Background: an optimization exercise with open tools, aiming at small area. Do not read the settings as production practice. Only simulation tests tie the RTL to the original design; equivalence was not proved. Power figures rest on the tool's default switching activity, not on a simulated workload.

== job 2109 ==
// vec_sequencer
module vec_sequencer (
  input  logic                            clk_i,
  input  logic                            rst_ni,
  input  logic                            req_valid_i,
  output logic                            req_ready_o,
  input  logic [2:0]                      req_op_i,
  input  logic [4:0]                      req_vs1_i,
  input  logic                            req_use_vs1_i,
  input  logic [4:0]                      req_vs2_i,
  input  logic                            req_use_vs2_i,
  input  logic [4:0]                      req_vd_i,
  input  logic                            req_use_vd_i,
  output logic                            resp_valid_o,
  output logic                            resp_error_o,
  output logic                            idle_o,
  output logic                            pe_req_valid_o,
  input  logic                            pe_req_ready_i,
  output logic [2:0]                      pe_req_id_o,
  output logic [2:0]                      pe_req_op_o,
  output logic [4:0]                      pe_req_vs1_o,
  output logic [4:0]                      pe_req_vs2_o,
  output logic [4:0]                      pe_req_vd_o,
  output logic [7:0]                      pe_hazard_vs1_o,
  output logic [7:0]                      pe_hazard_vs2_o,
  output logic [7:0]                      pe_hazard_vd_o,
  output logic [7:0]                      vinsn_running_o,
  output logic [63:0]                     hazard_table_o,
  input  logic [31:0]                     unit_done_i,
  input  logic                            addrgen_ack_i,
  input  logic                            addrgen_error_i
);
==> flow/config.mk <==
export PLATFORM = sky130hd
export DESIGN_NAME = vec_sequencer
export DESIGN_NICKNAME = vec_sequencer
export VERILOG_FILES = /design/flow/design.v
export SDC_FILE = /design/flow/constraint.sdc
export NUM_CORES = 4
export LEC_CHECK = 0
export CAP_MARGIN = 10
export CORE_MARGIN = 2
export CORE_UTILIZATION = 60
export GPL_TIMING_DRIVEN = 0
export SLEW_MARGIN = 10
==> flow/constraint.sdc <==
create_clock -name core_clock -period 6.0 [get_ports {clk_i}]
set_input_delay 1.2000 -clock core_clock [delete_from_list [all_inputs] [get_ports {clk_i}]]
set_output_delay 1.2000 -clock core_clock [all_outputs]
set_load 0.01 [all_outputs]
standard.sh (not shown) runs the stock make flow with config.mk's settings and CLKGATE_MAP_FILE= SYNTH_SCRIPT=/design/flow/synth_recipe.tcl, a recipe that flattens the netlist after the stock synthesis.
==> flow/flow/run.sh <==
#!/bin/bash
# Standard layout (standard.sh), with these changes:
#  - synthesis maps the logic with an area-oriented ABC script (flow/area.abc);
#    everything else in synthesis is synth_recipe.tcl as given
#  - the port buffers are made from the smallest buffer cell
#  - repair may not use the largest buffer cells (flow/small_bufs.tcl)
#  - a lighter clock tree: clkbuf_4 only, small sink clusters, no dummy loads
# make's whole output goes to standard_make.log; ORFS keeps each step's log
# under orfs/logs.
set -euo pipefail
W=$PWD
sed "s#@ABC@#$W/flow/area.abc#" flow/area_synth.tcl.in > "$W/area_synth.tcl"
export BUFFER_PORTS_ARGS="-buffer_cell sky130_fd_sc_hd__buf_1"
for s in FLOORPLAN GLOBAL_PLACE RESIZE REPAIR_TIMING_POST_PLACE CTS GLOBAL_ROUTE DETAIL_ROUTE; do
  export PRE_${s}_TCL="$W/flow/small_bufs.tcl"
done
export PRE_GLOBAL_PLACE_TCL="$W/flow/place_prep.tcl"
export CTS_ARGS="-sink_clustering_enable -repair_clock_nets -dont_use_dummy_load -buf_list {sky130_fd_sc_hd__clkbuf_8} -sink_clustering_size 12 -sink_clustering_max_diameter 40"
bash standard.sh finish SYNTH_SCRIPT="$W/area_synth.tcl" > standard_make.log 2>&1
==> flow/flow/area.abc <==
strash
dch
amap
==> flow/flow/area_synth.tcl.in <==
proc abc {args} {
  set i [lsearch -exact $args -script]
  if {$i >= 0} { lset args [expr {$i + 1}] @ABC@ }
  yosys abc {*}$args
}
proc synth {args} { yosys synth -nofsm -noshare {*}$args }
source $::env(SCRIPTS_DIR)/synth.tcl
# left out here: clear keep_hierarchy, flatten, clean up, hide names made inside functions, write 1_2_yosys.v
==> flow/flow/place_prep.tcl <==
# As timing-driven placement does: drop synthesis buffers before the ports get theirs
source [file join [file dirname [info script]] small_bufs.tcl]
remove_buffers
==> flow/flow/small_bufs.tcl <==
# Keep repair from reaching for the largest buffers
set_dont_use [get_lib_cells {sky130_fd_sc_hd__buf_6 sky130_fd_sc_hd__buf_8 sky130_fd_sc_hd__buf_12 sky130_fd_sc_hd__buf_16 sky130_fd_sc_hd__bufbuf_8 sky130_fd_sc_hd__bufbuf_16 sky130_fd_sc_hd__clkbuf_16}]
Relative to job 2109, the following input files were edited for job 6339:
# job 2109
export LEC_CHECK = 0
export CAP_MARGIN = 10
export CORE_MARGIN = 2
export CORE_UTILIZATION = 60
export GPL_TIMING_DRIVEN = 0
export SLEW_MARGIN = 10
create_clock -name core_clock -period 6.0 [get_ports {clk_i}]
# job 6339
export LEC_CHECK = 0
export CAP_MARGIN = 10
export CORE_MARGIN = 2
export CORE_UTILIZATION = 55
export GPL_TIMING_DRIVEN = 0
export SLEW_MARGIN = 10
create_clock -name core_clock -period 6.0 [get_ports {clk_i}]
--- a/flow/flow/run.sh
+++ b/flow/flow/run.sh
@@ -5,5 +5,6 @@
 #  - the port buffers are made from the smallest buffer cell
 #  - repair may not use the largest buffer cells (flow/small_bufs.tcl)
-#  - a lighter clock tree: clkbuf_4 only, small sink clusters, no dummy loads
+#  - a lighter clock tree: clkbuf_8 only, no dummy loads
+#  - constant outputs share one tie cell (SKIP_REPAIR_TIE_FANOUT)
 # make's whole output goes to standard_make.log; ORFS keeps each step's log
 # under orfs/logs.
@@ -17,3 +18,4 @@
 export PRE_GLOBAL_PLACE_TCL="$W/flow/place_prep.tcl"
 export CTS_ARGS="-sink_clustering_enable -repair_clock_nets -dont_use_dummy_load -buf_list {sky130_fd_sc_hd__clkbuf_8} -sink_clustering_size 12 -sink_clustering_max_diameter 40"
+export SKIP_REPAIR_TIE_FANOUT=1
 bash standard.sh finish SYNTH_SCRIPT="$W/area_synth.tcl" > standard_make.log 2>&1
Compared with job 2109, total power density per cell area in job 6339 increased slightly.
Job 6339 against job 2109; power is up slightly.
Diff job 2109 -> job 6339: post-route standard cell area excluding fillers now smaller; sequential share of layout area now larger; detailed-routing wirelength on met1 now larger; final cell count now smaller; buffering overhead comparable.
Job 2109 and job 6339 ended up with roughly the same internal portion of total power.
Summary — global-route usage, job 6339 relative to job 2109: lower, by 0.94 points.
Floorplan core area (higher): job 6339
Input-level comparison between job 9798 and job 6339:
# job 6339
export LEC_CHECK = 0
export CAP_MARGIN = 10
export CORE_MARGIN = 2
export CORE_UTILIZATION = 55
export GPL_TIMING_DRIVEN = 0
export SLEW_MARGIN = 10
create_clock -name core_clock -period 6.0 [get_ports {clk_i}]
# job 9798
export LEC_CHECK = 0
export CAP_MARGIN = 10
export CORE_MARGIN = 2
export CORE_UTILIZATION = 60
export GPL_TIMING_DRIVEN = 0
export SLEW_MARGIN = 10
create_clock -name core_clock -period 6.0 [get_ports {clk_i}]
--- a/flow/flow/run.sh
+++ b/flow/flow/run.sh
@@ -5,6 +5,5 @@
 #  - the port buffers are made from the smallest buffer cell
 #  - repair may not use the largest buffer cells (flow/small_bufs.tcl)
-#  - a lighter clock tree: clkbuf_8 only, no dummy loads
-#  - constant outputs share one tie cell (SKIP_REPAIR_TIE_FANOUT)
+#  - a lighter clock tree: clkbuf_4 only, small sink clusters, no dummy loads
 # make's whole output goes to standard_make.log; ORFS keeps each step's log
 # under orfs/logs.
@@ -17,5 +16,4 @@
 done
 export PRE_GLOBAL_PLACE_TCL="$W/flow/place_prep.tcl"
-export CTS_ARGS="-sink_clustering_enable -repair_clock_nets -dont_use_dummy_load -buf_list {sky130_fd_sc_hd__clkbuf_8} -sink_clustering_size 12 -sink_clustering_max_diameter 40"
-export SKIP_REPAIR_TIE_FANOUT=1
+export CTS_ARGS="-sink_clustering_enable -repair_clock_nets -dont_use_dummy_load -buf_list {sky130_fd_sc_hd__clkbuf_4 sky130_fd_sc_hd__clkbuf_8}"
 bash standard.sh finish SYNTH_SCRIPT="$W/area_synth.tcl" > standard_make.log 2>&1
Results
Time the worst path needs with I/O delays and setup (higher): job 9798. The die of job 9798 is smaller than the one used in job 6339. For internal power, job 9798 and job 6339 come out practically identical.
Inputs modified between job 9798 and job 6746:
--- a/flow/flow/run.sh
+++ b/flow/flow/run.sh
@@ -5,5 +5,6 @@
 #  - the port buffers are made from the smallest buffer cell
 #  - repair may not use the largest buffer cells (flow/small_bufs.tcl)
-#  - a lighter clock tree: clkbuf_4 only, small sink clusters, no dummy loads
+#  - a lighter clock tree: clkbuf_8 only, no dummy loads
+#  - constant outputs share one tie cell (SKIP_REPAIR_TIE_FANOUT)
 # make's whole output goes to standard_make.log; ORFS keeps each step's log
 # under orfs/logs.
@@ -16,4 +17,5 @@
 done
 export PRE_GLOBAL_PLACE_TCL="$W/flow/place_prep.tcl"
-export CTS_ARGS="-sink_clustering_enable -repair_clock_nets -dont_use_dummy_load -buf_list {sky130_fd_sc_hd__clkbuf_4 sky130_fd_sc_hd__clkbuf_8}"
+export CTS_ARGS="-sink_clustering_enable -repair_clock_nets -dont_use_dummy_load -buf_list {sky130_fd_sc_hd__clkbuf_4 sky130_fd_sc_hd__clkbuf_8} -root_buf sky130_fd_sc_hd__clkbuf_8 -sink_clustering_size 8 -sink_clustering_max_diameter 40 -sink_clustering_levels 1"
+export SKIP_REPAIR_TIE_FANOUT=1
 bash standard.sh finish SYNTH_SCRIPT="$W/area_synth.tcl" > standard_make.log 2>&1
[summary]
Comparing job 9798 and job 6746, ratio of final minimum period to clock period is lower on job 9798.
Going from job 9798 to job 6746, final worst-path setup slack shrinks by 0.068 ns.
Between job 9798 and job 6746, share of the final layout cell area in multi-input gates is higher for job 9798, job 6746 comes in under that.

---

The RTL this note starts from:
==> flow/design.v <==
package seq_pkg;
  typedef logic [$clog2(8)-1:0] vid_t;
  typedef logic [8-1:0] vinsn_vec_t;
  typedef logic [$clog2(32)-1:0] vreg_t;
  typedef enum logic [2:0] {
    VADD,
    VSUB,
    VMUL,
    VMACC,
    VLE,
    VSE
  } seq_op_e;
  typedef enum logic [1:0] {
    VFU_ALU,
    VFU_MFPU,
    VFU_LOAD,
    VFU_STORE
  } vfu_e;
  typedef enum logic {
    ST_IDLE,
    ST_WAIT
  } seq_state_e;
endpackage
module vec_sequencer (
  input  logic                            clk_i,
  input  logic                            rst_ni,
  input  logic                            req_valid_i,
  output logic                            req_ready_o,
  input  logic [2:0]                      req_op_i,
  input  logic [4:0]                      req_vs1_i,
  input  logic                            req_use_vs1_i,
  input  logic [4:0]                      req_vs2_i,
  input  logic                            req_use_vs2_i,
  input  logic [4:0]                      req_vd_i,
  input  logic                            req_use_vd_i,
  output logic                            resp_valid_o,
  output logic                            resp_error_o,
  output logic                            idle_o,
  output logic                            pe_req_valid_o,
  input  logic                            pe_req_ready_i,
  output logic [2:0]                      pe_req_id_o,
  output logic [2:0]                      pe_req_op_o,
  output logic [4:0]                      pe_req_vs1_o,
  output logic [4:0]                      pe_req_vs2_o,
  output logic [4:0]                      pe_req_vd_o,
  output logic [7:0]                      pe_hazard_vs1_o,
  output logic [7:0]                      pe_hazard_vs2_o,
  output logic [7:0]                      pe_hazard_vd_o,
  output logic [7:0]                      vinsn_running_o,
  output logic [63:0]                     hazard_table_o,
  input  logic [31:0]                     unit_done_i,
  input  logic                            addrgen_ack_i,
  input  logic                            addrgen_error_i
);
  logic is_alu, is_mfpu, is_ld, is_st;
  assign is_alu  = req_op_i[2:1] == 2'b00;
  assign is_mfpu = req_op_i[2:1] == 2'b01;
  assign is_ld   = req_op_i == 3'd4;
  assign is_st   = !is_alu && !is_mfpu && !is_ld;
  logic [7:0] run_q;
  logic [1:0] cnt_alu_q, cnt_mfpu_q;
  logic       busy_ld_q, busy_st_q;
  logic       wait_q;
  logic [7:0][4:0] wreg_q, r1reg_q, r2reg_q;
  logic [7:0]      wlast_q, r1last_q, r2last_q;
  logic       unit_free, full, issue;
  logic [7:0] nsel;
  logic [2:0] nid;
  assign full = &run_q;
  assign unit_free = (is_alu  && !cnt_alu_q[1]) ||
                     (is_mfpu && !cnt_mfpu_q[1]) ||
                     (is_ld   && !busy_ld_q) ||
                     (is_st   && !busy_st_q);
  assign req_ready_o = !wait_q && !(pe_req_valid_o && !pe_req_ready_i) && !full && unit_free;
  assign issue       = req_valid_i && req_ready_o;
  assign resp_valid_o = wait_q && addrgen_ack_i;
  assign resp_error_o = addrgen_error_i;
  always_comb begin
    nsel = '0;
    nid  = '0;
    for (int i = 7; i >= 0; i--) begin
      if (!run_q[i]) begin
        nsel    = '0;
        nsel[i] = 1'b1;
        nid     = 3'(i);
      end
    end
  end
  logic [7:0] done, keep, run_d;
  assign done  = unit_done_i[7:0] | unit_done_i[15:8] | unit_done_i[23:16] | unit_done_i[31:24];
  assign keep  = run_q & ~done;
  assign run_d = keep | (issue ? nsel : 8'h00);
  assign vinsn_running_o = run_q;
  assign idle_o          = ~|run_q;
  logic [7:0] eq_w1, eq_w2, eq_wd;
  logic [7:0] eq_a1, eq_a2, eq_ad;
  logic [7:0] eq_b1, eq_b2, eq_bd;
  logic [7:0] raw1, raw2, war, waw;
  logic [7:0] hz1, hz2, hzd;
  for (genvar i = 0; i < 8; i++) begin : gen_cmp
    assign eq_w1[i] = wreg_q[i] == req_vs1_i;
    assign eq_w2[i] = wreg_q[i] == req_vs2_i;
    assign eq_wd[i] = wreg_q[i] == req_vd_i;
    assign eq_a1[i] = r1reg_q[i] == req_vs1_i;
    assign eq_a2[i] = r1reg_q[i] == req_vs2_i;
    assign eq_ad[i] = r1reg_q[i] == req_vd_i;
    assign eq_b1[i] = r2reg_q[i] == req_vs1_i;
    assign eq_b2[i] = r2reg_q[i] == req_vs2_i;
    assign eq_bd[i] = r2reg_q[i] == req_vd_i;
  end
  assign raw1 = (req_use_vs1_i ? eq_w1 & wlast_q : 8'h00);
  assign raw2 = (req_use_vs2_i ? eq_w2 & wlast_q : 8'h00);
  assign waw  = (req_use_vd_i  ? eq_wd & wlast_q : 8'h00);
  assign war  = (req_use_vd_i  ? (eq_ad & r1last_q) | (eq_bd & r2last_q) : 8'h00);
  assign hz1 = (raw1 | war) & keep;
  assign hz2 = (raw2 | war) & keep;
  assign hzd = waw & keep;
  logic [7:0][7:0] table_q;
  always_ff @(posedge clk_i or negedge rst_ni) begin
    if (!rst_ni) begin
      run_q          <= '0;
      cnt_alu_q      <= '0;
      cnt_mfpu_q     <= '0;
      busy_ld_q      <= 1'b0;
      busy_st_q      <= 1'b0;
      wait_q         <= 1'b0;
      pe_req_valid_o <= 1'b0;
      table_q        <= '0;
    end else begin
      run_q <= run_d;
      if (issue && is_alu && !(|unit_done_i[7:0])) cnt_alu_q <= cnt_alu_q + 2'd1;
      else if (!(issue && is_alu) && (|unit_done_i[7:0])) cnt_alu_q <= cnt_alu_q - 2'd1;
      if (issue && is_mfpu && !(|unit_done_i[15:8])) cnt_mfpu_q <= cnt_mfpu_q + 2'd1;
      else if (!(issue && is_mfpu) && (|unit_done_i[15:8])) cnt_mfpu_q <= cnt_mfpu_q - 2'd1;
      if (issue && is_ld) busy_ld_q <= 1'b1;
      else if (|unit_done_i[23:16]) busy_ld_q <= 1'b0;
      if (issue && is_st) busy_st_q <= 1'b1;
      else if (|unit_done_i[31:24]) busy_st_q <= 1'b0;
      if (wait_q) begin
        if (addrgen_ack_i) wait_q <= 1'b0;
      end else if (issue && (is_ld || is_st)) begin
        wait_q <= 1'b1;
      end
      pe_req_valid_o <= issue || (pe_req_valid_o && !pe_req_ready_i);
      for (int r = 0; r < 8; r++) begin
        for (int j = 0; j < 8; j++) begin
          if (r == j) table_q[r][j] <= 1'b0;
          else table_q[r][j] <= (table_q[r][j] && keep[r] && keep[j]) ||
                                (issue && nsel[r] && (hz1[j] || hz2[j] || hzd[j]));
        end
      end
    end
  end
  assign hazard_table_o = table_q;
  always_ff @(posedge clk_i) begin
    if (issue) begin
      pe_req_id_o     <= nid;
      pe_req_op_o     <= req_op_i;
      pe_req_vs1_o    <= req_vs1_i;
      pe_req_vs2_o    <= req_vs2_i;
      pe_req_vd_o     <= req_vd_i;
      pe_hazard_vs1_o <= hz1;
      pe_hazard_vs2_o <= hz2;
      pe_hazard_vd_o  <= hzd;
      for (int i = 0; i < 8; i++) begin
        if (nsel[i]) begin
          wreg_q[i]   <= req_vd_i;
          r1reg_q[i]  <= req_vs1_i;
          r2reg_q[i]  <= req_vs2_i;
          wlast_q[i]  <= req_use_vd_i;
          r1last_q[i] <= req_use_vs1_i;
          r2last_q[i] <= req_use_vs2_i;
        end else begin
          if (req_use_vd_i && eq_wd[i]) wlast_q[i] <= 1'b0;
          if ((req_use_vs1_i && eq_a1[i]) || (req_use_vs2_i && eq_a2[i])) r1last_q[i] <= 1'b0;
          if ((req_use_vs1_i && eq_b1[i]) || (req_use_vs2_i && eq_b2[i])) r2last_q[i] <= 1'b0;
        end
      end
    end
  end
endmodule
Settings: LEC_CHECK=0, CAP_MARGIN=20, CORE_MARGIN=2, CORE_UTILIZATION=40, SLEW_MARGIN=20; clock period 6.0 ns.
==> flow/flow/run.sh <==
#!/bin/bash
# Standard layout, with the port buffers made from the smallest buffer cell.
set -euo pipefail
export BUFFER_PORTS_ARGS="-buffer_cell sky130_fd_sc_hd__buf_1"
bash standard.sh finish > standard_make.log 2>&1
The starting point finished clean.
Edit:
==> flow/flow/run.sh (replaced) <==
#!/bin/bash
# Standard layout with smaller port buffers and a lighter clock tree.
set -euo pipefail
export BUFFER_PORTS_ARGS="-buffer_cell sky130_fd_sc_hd__buf_1"
export CTS_ARGS="-sink_clustering_enable -repair_clock_nets -dont_use_dummy_load -buf_list {sky130_fd_sc_hd__clkbuf_4} -sink_clustering_size 10 -sink_clustering_max_diameter 40"
bash standard.sh finish > standard_make.log 2>&1
Final cell count went down slightly.
Count of clock-buffer cells in the layout went up by 1.
Final area went down by a few percent.
Die area does not change.
Global-route usage hardly moves.
Worst setup slack got worse by 0.0046 ns.
Edit:
==> flow/run.sh (new file) <==
#!/bin/bash
# synth_recipe.tcl (not shown) runs the flow's synth.tcl, then flattens the netlist and writes it again
# the make line also repeats each setting of config.mk as NAME=value (left out here)
make -C /OpenROAD-flow-scripts/flow DESIGN_CONFIG=/design/flow/config.mk WORK_HOME=/design/flow/orfs CLKGATE_MAP_FILE= SYNTH_SCRIPT=/design/flow/synth_recipe.tcl finish
- CORE_UTILIZATION: 40 -> 65
- PLACE_DENSITY: default -> 0.75
removed: flow/flow/run.sh
removed: flow/standard.sh
Via count came out higher by about 2%.
Synthesized area is unchanged.
Power came out higher by 26%.
Setup slack is worse by 0.81 ns.
Die area came out lower by 38%.
Cell area came out higher by 8.6%.
Maximum frequency came out lower by 18%.
Flip-flop and latch count does not change.
Sequential share of layout area came out lower by 3.9 points.
Register-to-register slack hardly moves.
Critical path depth is unchanged.

==> separate check: timing with driven ports <==
The flow's constraints put no driver on any port. The routed layouts listed below were extracted and timed again, unchanged, in two steps.
Step 1 sets driving cells, clkbuf_16 on the clock port and buf_2 on the other inputs (assumed; they add their load-dependent delay and slew).
Step 2 times the ports against the registers' clock, not the clock port: input delays grow and output delays shrink by t, the midpoint of the rising clock arrivals with the driver on.
Slacks: no drivers / after step 1 / after step 2; pairs: no drivers / after step 1.
run	t, ns	setup slack, ns	worst setup path at the end	clock arrival spread, ns
job 2109	0.491	0.751 / 0.766 / 0.274	input to register	0.033 / 0.033
job 6339	0.516	0.879 / 0.897 / 0.382	input to register	0.038 / 0.039
job 9798	0.491	0.751 / 0.766 / 0.274	input to register	0.033 / 0.033
job 6746	0.494	0.683 / 0.697 / 0.203	input to register	0.033 / 0.033
the first run of note 2	0.607	2.240 / 2.211 / 2.118	input to register	0.013 / 0.013
the second run of note 2	0.716	2.235 / 2.197 / 2.153	input to register	0.138 / 0.138
the third run of note 2	0.599	1.423 / 1.389 / 1.389	input to output	0.026 / 0.027
After both steps every run listed still meets setup and hold. For job 6339, which loses most, drivers alone change the setup slack by +0.018 ns; drivers and shift together by -0.497 ns.
